Background: an optimization exercise with open tools, aiming at small area and a short achievable clock period. Do not read the settings as production practice.
In this exercise RTL edits were held to simulation tests only and were not proved equivalent to the original.
Power figures rest on the tool's default switching activity, not on a simulated workload.

File: flow/run.sh
#!/bin/bash
# synth_recipe.tcl (not shown) runs the flow's synth.tcl, then flattens the netlist and writes it again
# the make line also repeats each setting of config.mk as NAME=value (left out here)
make -C /OpenROAD-flow-scripts/flow DESIGN_CONFIG=/design/flow/config.mk WORK_HOME=/design/flow/orfs CLKGATE_MAP_FILE= SYNTH_SCRIPT=/design/flow/synth_recipe.tcl finish
File: flow/design.v
package l2CachePkg;
  localparam int ADDR_WIDTH  = 32;
  localparam int OFFSET_BITS = 6;
  localparam int INDEX_BITS  = 4;
  localparam int TAG_BITS    = 22;
  localparam int WAYS        = 4;
  localparam int SETS        = 16;
  localparam int WAY_BITS    = 2;
  localparam logic [1:0] MESI_I = 2'b00;
  localparam logic [1:0] MESI_S = 2'b01;
  localparam logic [1:0] MESI_E = 2'b10;
  localparam logic [1:0] MESI_M = 2'b11;
  localparam logic [1:0] SNOOP_MISS = 2'b00;
  localparam logic [1:0] SNOOP_HIT  = 2'b01;
  localparam logic [1:0] SNOOP_HITM = 2'b10;
  localparam logic OP_READ  = 1'b0;
  localparam logic OP_WRITE = 1'b1;
  localparam logic [1:0] BUS_READ  = 2'b00;
  localparam logic [1:0] BUS_RFO   = 2'b01;
  localparam logic [1:0] BUS_INVAL = 2'b10;
  localparam logic [1:0] BUS_WB    = 2'b11;
  localparam int L1_CREDITS    = 1;
  localparam int SNOOP_CREDITS = 1;
  localparam int BUS_CREDITS   = 2;
  localparam logic [2:0] ST_IDLE    = 3'd0;
  localparam logic [2:0] ST_LOOKUP  = 3'd1;
  localparam logic [2:0] ST_EVICT   = 3'd2;
  localparam logic [2:0] ST_FETCH   = 3'd3;
  localparam logic [2:0] ST_FILL    = 3'd4;
  localparam logic [2:0] ST_UPGRADE = 3'd5;
  localparam logic [2:0] ST_SNOOPWB = 3'd6;
  typedef union packed {
    logic [ADDR_WIDTH-1:0] raw;
    struct packed {
      logic [TAG_BITS-1:0]    tag;
      logic [INDEX_BITS-1:0]  index;
      logic [OFFSET_BITS-1:0] offset;
    } f;
  } cacheAddrT;
endpackage
`timescale 1ns/1ps
import l2CachePkg::*;
module tagStore (
  input  logic                          clk,
  input  logic                          rstN,
  input  l2CachePkg::cacheAddrT                     lookupAddr,
  input  logic                          wrEn,
  input  logic [WAY_BITS-1:0]           wrWay,
  input  logic [TAG_BITS-1:0]           wrTag,
  input  logic [1:0]                    wrState,
  output logic                          hit,
  output logic [WAY_BITS-1:0]           hitWay,
  output logic [1:0]                    hitState,
  output logic [WAYS-1:0][TAG_BITS-1:0] wayTags,
  output logic [WAYS-1:0][1:0]          wayStates
);
  logic [TAG_BITS-1:0] tagMem   [SETS][WAYS];
  logic [1:0]          stateMem [SETS][WAYS];
  always_ff @(posedge clk) begin
    if (wrEn)
      tagMem[lookupAddr.f.index][wrWay] <= wrTag;
  end
  always_ff @(posedge clk or negedge rstN) begin
    if (!rstN) begin
      for (int s = 0; s < SETS; s++) begin
        for (int w = 0; w < WAYS; w++)
          stateMem[s][w] <= MESI_I;
      end
    end else if (wrEn) begin
      stateMem[lookupAddr.f.index][wrWay] <= wrState;
    end
  end
  always_comb begin
    for (int w = 0; w < WAYS; w++) begin
      wayTags[w]   = tagMem[lookupAddr.f.index][w];
      wayStates[w] = stateMem[lookupAddr.f.index][w];
    end
  end
  always_comb begin
    hit    = 1'b0;
    hitWay = '0;
    for (int w = 0; w < WAYS; w++) begin
      if (wayStates[w] != MESI_I && wayTags[w] == lookupAddr.f.tag) begin
        hit    = 1'b1;
        hitWay = WAY_BITS'(w);
      end
    end
  end
  assign hitState = wayStates[hitWay];
endmodule
`timescale 1ns/1ps
import l2CachePkg::*;
module lruTracker (
  input  logic                 clk,
  input  logic                 rstN,
  input  logic [INDEX_BITS-1:0] index,
  input  logic                 touch,
  input  logic [WAY_BITS-1:0]  touchWay,
  input  logic [WAYS-1:0][1:0] wayStates,
  output logic [WAY_BITS-1:0]  victimWay
);
  logic [WAY_BITS-1:0] ages [SETS][WAYS];
  logic [WAY_BITS-1:0] touchAge;
  assign touchAge = ages[index][touchWay];
  always_comb begin
    victimWay = '0;
    for (int w = 0; w < WAYS; w++) begin
      if (ages[index][w] == WAY_BITS'(WAYS - 1))
        victimWay = WAY_BITS'(w);
    end
    for (int w = WAYS - 1; w >= 0; w--) begin
      if (wayStates[w] == MESI_I)
        victimWay = WAY_BITS'(w);
    end
  end
  always_ff @(posedge clk or negedge rstN) begin
    if (!rstN) begin
      for (int s = 0; s < SETS; s++) begin
        for (int w = 0; w < WAYS; w++)
          ages[s][w] <= WAY_BITS'(w);
      end
    end else if (touch) begin
      for (int w = 0; w < WAYS; w++) begin
        if (WAY_BITS'(w) == touchWay)
          ages[index][w] <= '0;
        else if (ages[index][w] < touchAge)
          ages[index][w] <= ages[index][w] + 1'b1;
      end
    end
  end
endmodule
`timescale 1ns/1ps
import l2CachePkg::*;
module coherenceCtrl (
  input  logic                          clk,
  input  logic                          rstN,
  input  logic                          l1Valid,
  input  logic                          l1Op,
  input  logic [ADDR_WIDTH-1:0]         l1Addr,
  input  logic                          snoopValid,
  input  logic [1:0]                    snoopOp,
  input  logic [ADDR_WIDTH-1:0]         snoopAddr,
  input  logic                          busCredit,
  input  logic                          fillValid,
  input  logic                          fillShared,
  input  logic                          hit,
  input  logic [WAY_BITS-1:0]           hitWay,
  input  logic [1:0]                    hitState,
  input  logic [WAYS-1:0][TAG_BITS-1:0] wayTags,
  input  logic [WAYS-1:0][1:0]          wayStates,
  input  logic [WAY_BITS-1:0]           victimWay,
  output l2CachePkg::cacheAddrT                     lookupAddr,
  output logic                          wrEn,
  output logic [WAY_BITS-1:0]           wrWay,
  output logic [TAG_BITS-1:0]           wrTag,
  output logic [1:0]                    wrState,
  output logic                          touch,
  output logic [WAY_BITS-1:0]           touchWay,
  output logic                          l1RespValid,
  output logic                          l1RespHit,
  output logic                          l1Credit,
  output logic                          snoopRespValid,
  output logic [1:0]                    snoopResult,
  output logic                          snoopCredit,
  output logic                          busValid,
  output logic [1:0]                    busOp,
  output logic [ADDR_WIDTH-1:0]         busAddr,
  output logic                          lookupStrobe,
  output logic                          lookupHit,
  output logic                          readStrobe,
  output logic                          writeStrobe
);
  logic [2:0]            state;
  logic                  l1Pend;
  logic                  l1PendOp;
  logic [ADDR_WIDTH-1:0] l1PendAddr;
  logic                  snPend;
  logic [1:0]            snPendOp;
  logic [ADDR_WIDTH-1:0] snPendAddr;
  l2CachePkg::cacheAddrT             reqAddr;
  logic                  reqSnoop;
  logic                  reqL1Op;
  logic [1:0]            reqSnOp;
  logic [WAY_BITS-1:0]   wayQ;
  logic [1:0]            busCreditCnt;
  l2CachePkg::cacheAddrT             busLine;
  logic                  snReq;
  logic                  l1Req;
  logic                  hitM;
  logic                  busIssue;
  assign snReq      = snPend || snoopValid;
  assign l1Req      = l1Pend || l1Valid;
  assign hitM       = hit && hitState == MESI_M;
  assign lookupAddr = reqAddr;
  always_ff @(posedge clk) begin
    if (l1Valid) begin
      l1PendOp   <= l1Op;
      l1PendAddr <= l1Addr;
    end
    if (snoopValid) begin
      snPendOp   <= snoopOp;
      snPendAddr <= snoopAddr;
    end
    if (state == ST_IDLE) begin
      if (snReq) begin
        reqAddr.raw <= snPend ? snPendAddr : snoopAddr;
        reqSnOp     <= snPend ? snPendOp : snoopOp;
      end else if (l1Req) begin
        reqAddr.raw <= l1Pend ? l1PendAddr : l1Addr;
        reqL1Op     <= l1Pend ? l1PendOp : l1Op;
      end
    end
    if (state == ST_LOOKUP)
      wayQ <= hit ? hitWay : victimWay;
  end
  always_ff @(posedge clk or negedge rstN) begin
    if (!rstN) begin
      state          <= ST_IDLE;
      l1Pend         <= 1'b0;
      snPend         <= 1'b0;
      reqSnoop       <= 1'b0;
      busCreditCnt   <= 2'(BUS_CREDITS);
      l1RespValid    <= 1'b0;
      l1RespHit      <= 1'b0;
      snoopRespValid <= 1'b0;
      snoopResult    <= SNOOP_MISS;
    end else begin
      l1RespValid    <= 1'b0;
      snoopRespValid <= 1'b0;
      if (l1Valid)
        l1Pend <= 1'b1;
      if (snoopValid)
        snPend <= 1'b1;
      if (busValid && !busCredit)
        busCreditCnt <= busCreditCnt - 1'b1;
      else if (!busValid && busCredit)
        busCreditCnt <= busCreditCnt + 1'b1;
      case (state)
        ST_IDLE: begin
          if (snReq) begin
            snPend   <= 1'b0;
            reqSnoop <= 1'b1;
            state    <= ST_LOOKUP;
          end else if (l1Req) begin
            l1Pend   <= 1'b0;
            reqSnoop <= 1'b0;
            state    <= ST_LOOKUP;
          end
        end
        ST_LOOKUP: begin
          if (reqSnoop) begin
            snoopRespValid <= 1'b1;
            snoopResult    <= !hit ? SNOOP_MISS : (hitM ? SNOOP_HITM : SNOOP_HIT);
            state          <= hitM ? ST_SNOOPWB : ST_IDLE;
          end else if (hit) begin
            l1RespValid <= 1'b1;
            l1RespHit   <= 1'b1;
            if (reqL1Op == OP_WRITE && hitState == MESI_S)
              state <= ST_UPGRADE;
            else
              state <= ST_IDLE;
          end else begin
            state <= (wayStates[victimWay] == MESI_M) ? ST_EVICT : ST_FETCH;
          end
        end
        ST_EVICT: begin
          if (busValid)
            state <= ST_FETCH;
        end
        ST_FETCH: begin
          if (busValid)
            state <= ST_FILL;
        end
        ST_FILL: begin
          if (fillValid) begin
            l1RespValid <= 1'b1;
            l1RespHit   <= 1'b0;
            state       <= ST_IDLE;
          end
        end
        ST_UPGRADE, ST_SNOOPWB: begin
          if (busValid)
            state <= ST_IDLE;
        end
        default: state <= ST_IDLE;
      endcase
    end
  end
  always_comb begin
    wrEn     = 1'b0;
    wrWay    = hitWay;
    wrTag    = reqAddr.f.tag;
    wrState  = hitState;
    touch    = 1'b0;
    touchWay = hitWay;
    case (state)
      ST_LOOKUP: begin
        if (hit && reqSnoop) begin
          wrEn    = 1'b1;
          wrState = (reqSnOp == BUS_READ) ? MESI_S : MESI_I;
        end else if (hit) begin
          touch = 1'b1;
          if (reqL1Op == OP_WRITE && hitState == MESI_E) begin
            wrEn    = 1'b1;
            wrState = MESI_M;
          end
        end
      end
      ST_UPGRADE: begin
        wrEn    = busValid;
        wrWay   = wayQ;
        wrState = MESI_M;
      end
      ST_FILL: begin
        wrEn     = fillValid;
        wrWay    = wayQ;
        touch    = fillValid;
        touchWay = wayQ;
        if (reqL1Op == OP_WRITE)
          wrState = MESI_M;
        else
          wrState = fillShared ? MESI_S : MESI_E;
      end
      default: ;
    endcase
  end
  assign busIssue = state == ST_EVICT || state == ST_FETCH ||
                    state == ST_UPGRADE || state == ST_SNOOPWB;
  assign busValid = busIssue && busCreditCnt != 2'd0;
  always_comb begin
    busLine          = reqAddr;
    busLine.f.offset = '0;
    busOp            = BUS_WB;
    case (state)
      ST_EVICT:   busLine.f.tag = wayTags[wayQ];
      ST_FETCH:   busOp = (reqL1Op == OP_WRITE) ? BUS_RFO : BUS_READ;
      ST_UPGRADE: busOp = BUS_INVAL;
      default: ;
    endcase
  end
  assign busAddr = busLine.raw;
  assign l1Credit    = l1RespValid;
  assign snoopCredit = (snoopRespValid && snoopResult != SNOOP_HITM) ||
                       (state == ST_SNOOPWB && busValid);
  assign lookupStrobe = state == ST_LOOKUP && !reqSnoop;
  assign lookupHit    = hit;
  assign readStrobe   = l1Valid && l1Op == OP_READ;
  assign writeStrobe  = l1Valid && l1Op == OP_WRITE;
endmodule
`timescale 1ns/1ps
module statCounters (
  input  logic        clk,
  input  logic        rstN,
  input  logic        lookupStrobe,
  input  logic        lookupHit,
  input  logic        readStrobe,
  input  logic        writeStrobe,
  output logic [31:0] hitCount,
  output logic [31:0] missCount,
  output logic [31:0] readCount,
  output logic [31:0] writeCount
);
  always_ff @(posedge clk or negedge rstN) begin
    if (!rstN) begin
      hitCount   <= '0;
      missCount  <= '0;
      readCount  <= '0;
      writeCount <= '0;
    end else begin
      if (lookupStrobe && lookupHit)
        hitCount <= hitCount + 1'b1;
      if (lookupStrobe && !lookupHit)
        missCount <= missCount + 1'b1;
      if (readStrobe)
        readCount <= readCount + 1'b1;
      if (writeStrobe)
        writeCount <= writeCount + 1'b1;
    end
  end
endmodule
`timescale 1ns/1ps
import l2CachePkg::*;
module l2Cache (
  input  logic                  clk,
  input  logic                  rstN,
  input  logic                  l1Valid,
  input  logic                  l1Op,
  input  logic [ADDR_WIDTH-1:0] l1Addr,
  input  logic                  snoopValid,
  input  logic [1:0]            snoopOp,
  input  logic [ADDR_WIDTH-1:0] snoopAddr,
  input  logic                  busCredit,
  input  logic                  fillValid,
  input  logic                  fillShared,
  output logic                  l1RespValid,
  output logic                  l1RespHit,
  output logic                  l1Credit,
  output logic                  snoopRespValid,
  output logic [1:0]            snoopResult,
  output logic                  snoopCredit,
  output logic                  busValid,
  output logic [1:0]            busOp,
  output logic [ADDR_WIDTH-1:0] busAddr,
  output logic [31:0]           hitCount,
  output logic [31:0]           missCount,
  output logic [31:0]           readCount,
  output logic [31:0]           writeCount
);
  l2CachePkg::cacheAddrT                     lookupAddr;
  logic                          wrEn;
  logic [WAY_BITS-1:0]           wrWay;
  logic [TAG_BITS-1:0]           wrTag;
  logic [1:0]                    wrState;
  logic                          hit;
  logic [WAY_BITS-1:0]           hitWay;
  logic [1:0]                    hitState;
  logic [WAYS-1:0][TAG_BITS-1:0] wayTags;
  logic [WAYS-1:0][1:0]          wayStates;
  logic                          touch;
  logic [WAY_BITS-1:0]           touchWay;
  logic [WAY_BITS-1:0]           victimWay;
  logic                          lookupStrobe;
  logic                          lookupHit;
  logic                          readStrobe;
  logic                          writeStrobe;
  coherenceCtrl ctrl (
    .clk, .rstN,
    .l1Valid, .l1Op, .l1Addr,
    .snoopValid, .snoopOp, .snoopAddr,
    .busCredit, .fillValid, .fillShared,
    .hit, .hitWay, .hitState, .wayTags, .wayStates, .victimWay,
    .lookupAddr, .wrEn, .wrWay, .wrTag, .wrState, .touch, .touchWay,
    .l1RespValid, .l1RespHit, .l1Credit,
    .snoopRespValid, .snoopResult, .snoopCredit,
    .busValid, .busOp, .busAddr,
    .lookupStrobe, .lookupHit, .readStrobe, .writeStrobe
  );
  tagStore tags (
    .clk, .rstN,
    .lookupAddr, .wrEn, .wrWay, .wrTag, .wrState,
    .hit, .hitWay, .hitState, .wayTags, .wayStates
  );
  lruTracker lru (
    .clk, .rstN,
    .index     (lookupAddr.f.index),
    .touch, .touchWay, .wayStates, .victimWay
  );
  statCounters stats (
    .clk, .rstN,
    .lookupStrobe, .lookupHit, .readStrobe, .writeStrobe,
    .hitCount, .missCount, .readCount, .writeCount
  );
endmodule
File: flow/config.mk
export PLATFORM = sky130hd
export DESIGN_NAME = l2Cache
export DESIGN_NICKNAME = l2Cache
export VERILOG_FILES = /design/flow/design.v
export SDC_FILE = /design/flow/constraint.sdc
export NUM_CORES = 4
export LEC_CHECK = 0
export CAP_MARGIN = 20
export CORE_MARGIN = 2
export CORE_UTILIZATION = 30
export SLEW_MARGIN = 20
File: flow/constraint.sdc
create_clock -name core_clock -period 6.5 [get_ports {clk}]
set_input_delay 1.3000 -clock core_clock [delete_from_list [all_inputs] [get_ports {clk}]]
set_output_delay 1.3000 -clock core_clock [all_outputs]
set_load 0.01 [all_outputs]
==> impl_metrics.tcl <==
set metrics [dict create \
    outcome "timing/DRC/antenna clean" \
    cts_tree "done" \
    portBuffers 225 \
    layout.nets 5593 \
    max_freq_mhz 156.6 \
    finalWorstSetupSlack_ns 0.1159 \
    die_w_um 523.8 \
    drc 0 \
    start_util 0.3020 \
    rows 190 \
    via_per_inst 5.259 \
    ir_worst_vdd_mv 0.5996 \
    async_flop_share 0.2095 \
    die-height_um 523.8 \
    coreArea_um2 268400 \
    clk_latency_ns 0.90 \
    maxCapViolCount 0 \
    fin_crit_ns 6.384 \
    dieArea_um2 274300 \
    synth.distinct_cells 104 \
    wl_per_cell_um 26.54 \
    max_slew.worst_pin.slew_ns 1.064 \
    worstPathArrival_ns 5.08 \
    clkPwrFrac 0.238 \
    crit_path_max_incr_delay_ns 0.68 \
    critical_path.max_fanout 29 \
    cts_max_path_buffers 3 \
    dr_wl_met2_mm 113.7 \
    ctsResizeCount 0 \
    hold_path.class "reg -> reg" \
    power_per_cell_area_nw_per_um2 475.6 \
    synth_edf_count 1494 \
    cts_max_level 4 \
    dp_slack_ns 0.2354 \
    synth_seq_area_share 0.6781 \
    routed_wl_mm 244.8 \
    rsz0062_at_grt "no" \
    synth_ff_type "edfxtp_1" \
    critPathSlowestCell "clkdlybuf4s50_1" \
    io_pins 244 \
    place_hpwl_mm 163.7 \
    fillerInstances 24850 \
    crit_path_end_kind "primary output" \
    critPathBufInv 4 \
    synth_area_um2 81040 \
    fin_skew_ns 0.1097 \
    cts_sinks 1895 \
    cts.clk_slew.worst_paths_ns 0.06 \
    drt_iter0_markers 6018 \
    internal_power_mw 28.11 \
    report.final.slew_viol_count 0 \
    finalPower_mw 46.41 \
    cp_num_cells 12 \
    required_ns 5.20 \
    syn_area_per_cell_um2 16.31 \
    multi_input_area_um2 24550 \
    hold_viol 0 \
    maxUsedRoutingLayer "met5" \
    final.period_utilization 0.9822 \
    seq_power_share 0.336 \
    tns_ns 0 \
    power_switching_mw 18.30 \
    synth_cells 4969 \
    place_congestion 0.9142 \
    yosysWarnings 6 \
    finalSetupViolCount 0 \
    combPwrFrac 0.426 \
    cts_made_buffers 188 \
    post_cts_buffers 0 \
    hold_path_depth 1 \
    cp-start-kind "register" \
    cts_hold_buf 0 \
    drive_gt1_frac 0.2513 \
    antenna_found_initial 18 \
    vias 48520 \
    r2r_slack_ns 0.34 \
    grt.total_usage 0.1748 \
    wl_met3_mm 20.36 \
    synth_seq_cells 1895 \
    regArea_um2 54970 \
    path_class "reg -> out" \
    cts-root-buf "clkbuf_16" \
    overflow 0 \
    grt_pass1_wl_mm 347.4 \
    hold_slack_ns 0.4693 \
    grt_pass1_vias 47840 \
    p_leak_nw 33.76 \
    r2r_cells 21 \
    cp_top_family "buffers and inverters" \
    wl_met1_mm 100.6 \
    areaGrowthSynthToFinish_pct 20.40 \
    dr.pass1.iters 6 \
    grt_start_max_net_pins 173 \
    fin_util 0.3636 \
    p_sw_frac 0.3942 \
    slew_headroom 0.2853 \
    cp_cell_sequence "buf_12 -> buf_12 -> nand2b_1 -> buf_4 -> o22ai_1 -> or3_1 -> o211ai_1 -> o21ai_0 -> o21ai_0 -> nor2_1 -> a21oi_1 -> clkdlybuf4s50_1" \
    drt.antenna.violating_nets 0 \
]
==> routing by layer <==
| layer | vias up | track usage |
|---|---|---|
| met2 | 2199 | 0.2761 |
| li1 | 20590 | - |
| met5 | - | 0 |
| met4 | 14 | 0.06906 |
| met1 | 25270 | 0.2356 |
| met3 | 445 | 0.03619 |
==> worst paths after layout <==
kind,start,end
worst min-delay path,stats.missCount[31],stats.missCount[31]
min in group asynchronous,rstN,lru.ages[1][1]
worst max register to register,ctrl.reqAddr[6],lru.ages[26][1]
worst min register to register,stats.missCount[31],stats.missCount[31]
worst max-delay path,ctrl.reqAddr[7],busAddr[11]
max in group asynchronous,rstN,stats.writeCount[4]
==> final cells by class <==
| type | count | share of cell area |
|---|---|---|
| tap | 3552 | 0.04555 |
| multi-input combinational | 2692 | 0.2516 |
| sequential | 1895 | 0.5633 |
| clock inverter | 121 | 0.01366 |
| clock buffer | 233 | 0.05079 |
| inverter | 71 | 0.002757 |
| timing repair buffer | 659 | 0.07228 |
| antenna | 3 | 0.00007693 |
==> through the flow <==
| stage | std cells | area [um^2] |
|---|---|---|
| 4_1_cts | 9223 | 97550 |
| 6_report | 9226 | 97580 |
| 5_1_grt | 9225 | 97580 |
| 2_1_floorplan | 4974 | 81060 |
| 3_3_place_gp | 8869 | 91260 |
| 3_5_place_dp | 8869 | 91260 |
==> cell families after synthesis <==
group,after synthesis,synth area share
AND/OR/NAND/NOR,963,0.06186
AO/OA/AOI/OAI,709,0.06376
other,1,0.00004627
buffers and inverters,387,0.02314
flip-flops,1895,0.6781
adder cells (fa/ha/maj),12,0.001853
multiplexers,761,0.1452
XOR/XNOR,241,0.02604
==> sequential cells by signal, summed over array words and instances (netlist names), 3 cells and up, named ones only <==
name and count:
tags.stateMem 128, stats.writeCount 32, ctrl.state 3, ctrl.l1PendAddr 26
ctrl.reqAddr 26, stats.missCount 32, lru.ages 128, tags.tagMem 1408
ctrl.snPendAddr 26, stats.readCount 32, stats.hitCount 32
==> power groups by stage <==
stage	registers, mW	logic, mW	clock network (mW)
floorplan	16.1	10.7	0
global placement	15.8	19.2	0
detailed placement	15.8	19.5	0
CTS	15.6	19.5	11.3
global route	15.6	20.7	11.7
finish	15.6	19.8	11.0
==> placed cells by master (no fill, tap or decap), types with 19 or more instances in the layout <==
cell             instances
a21o_1                  72
a21oi_1                 86
a221oi_1                21
a22o_1                  26
a22oi_1                105
and2_1                  19
and3_1                  36
buf_12                 123
buf_4                  310
clkbuf_1                39
clkbuf_16              190
clkdlybuf4s50_1        223
clkinv_1                38
clkinv_2                37
dfrtp_1                332
dfstp_2                 65
edfxtp_1              1494
inv_1                   64
mux2_2                 204
mux2i_1                238
mux4_2                 310
nand2_1                377
nand2b_1                26
nand3_1                 99
nand4_1                 58
nor2_1                 161
nor3_1                  40
nor4_2                  20
nor4_4                  21
o211ai_1                29
o21ai_0                107
o22ai_1                 34
o31ai_1                 59
xnor2_1                169
xor2_1                  72
==> worst reg2reg max path, stage by stage, from the launching register on <==
cell,delay (ns)
edfxtp_1,0.40
buf_12,0.20
buf_12,0.22
buf_12,0.25
mux4_2,0.57
mux2i_1,0.49
xnor2_1,0.14
a2111oi_0,0.48
a21oi_1,0.17
or4_1,0.73
a31oi_4,0.34
nor2_1,0.08
a211oi_1,0.20
a21o_1,0.19
buf_4,0.14
ha_1,0.24
inv_1,0.13
a21oi_1,0.06
a31oi_1,0.26
o31ai_4,0.13
o21a_1,0.41
a21o_1,0.28
==> Yosys cell counts (all sizes together) (65+ instances only) <==
| cell type | count | share of area |
|---|---|---|
| a21o | 72 | 0.0067 |
| a21oi | 89 | 0.0057 |
| a22oi | 106 | 0.0098 |
| buf | 173 | 0.013 |
| clkbuf | 143 | 0.0066 |
| dfrtp | 332 | 0.10 |
| dfstp | 65 | 0.021 |
| edfxtp | 1494 | 0.55 |
| inv | 66 | 0.0031 |
| mux2 | 211 | 0.029 |
| mux2i | 240 | 0.030 |
| mux4 | 310 | 0.086 |
| nand2 | 378 | 0.018 |
| nand3 | 99 | 0.0061 |
| nor2 | 164 | 0.0076 |
| o21ai | 112 | 0.0070 |
| xnor2 | 169 | 0.018 |
| xor2 | 72 | 0.0078 |

## re-timing with driven ports
No port has a modelled driver above. Below, the same layout with a new extraction and two added sets of constraints.
Step 1 (the two cells are an assumption about what drives the block):
set clk [get_ports {clk}]
set_driving_cell -lib_cell sky130_fd_sc_hd__clkbuf_16 $clk
set_driving_cell -lib_cell sky130_fd_sc_hd__buf_2 [delete_from_list [all_inputs] $clk]
Step 2 moves the port delays by t, midway between the first and last clock arrival at a register: inputs arrive t later, outputs are due t later. That takes back most of the time a late clock gives input paths.
Three values: ideal ports, drivers, drivers and shift; two values: the first two.
t, ns: 0.948
setup slack, ns: 0.116 / 0.015 / 0.342
hold slack, ns: 0.469 / 0.440 / 0.469
worst slew at a driven data input, ns: 0.13
After both steps setup and hold are still met in this run. The setup slack of this run moves by -0.101 ns with the drivers and by +0.226 ns with both steps.
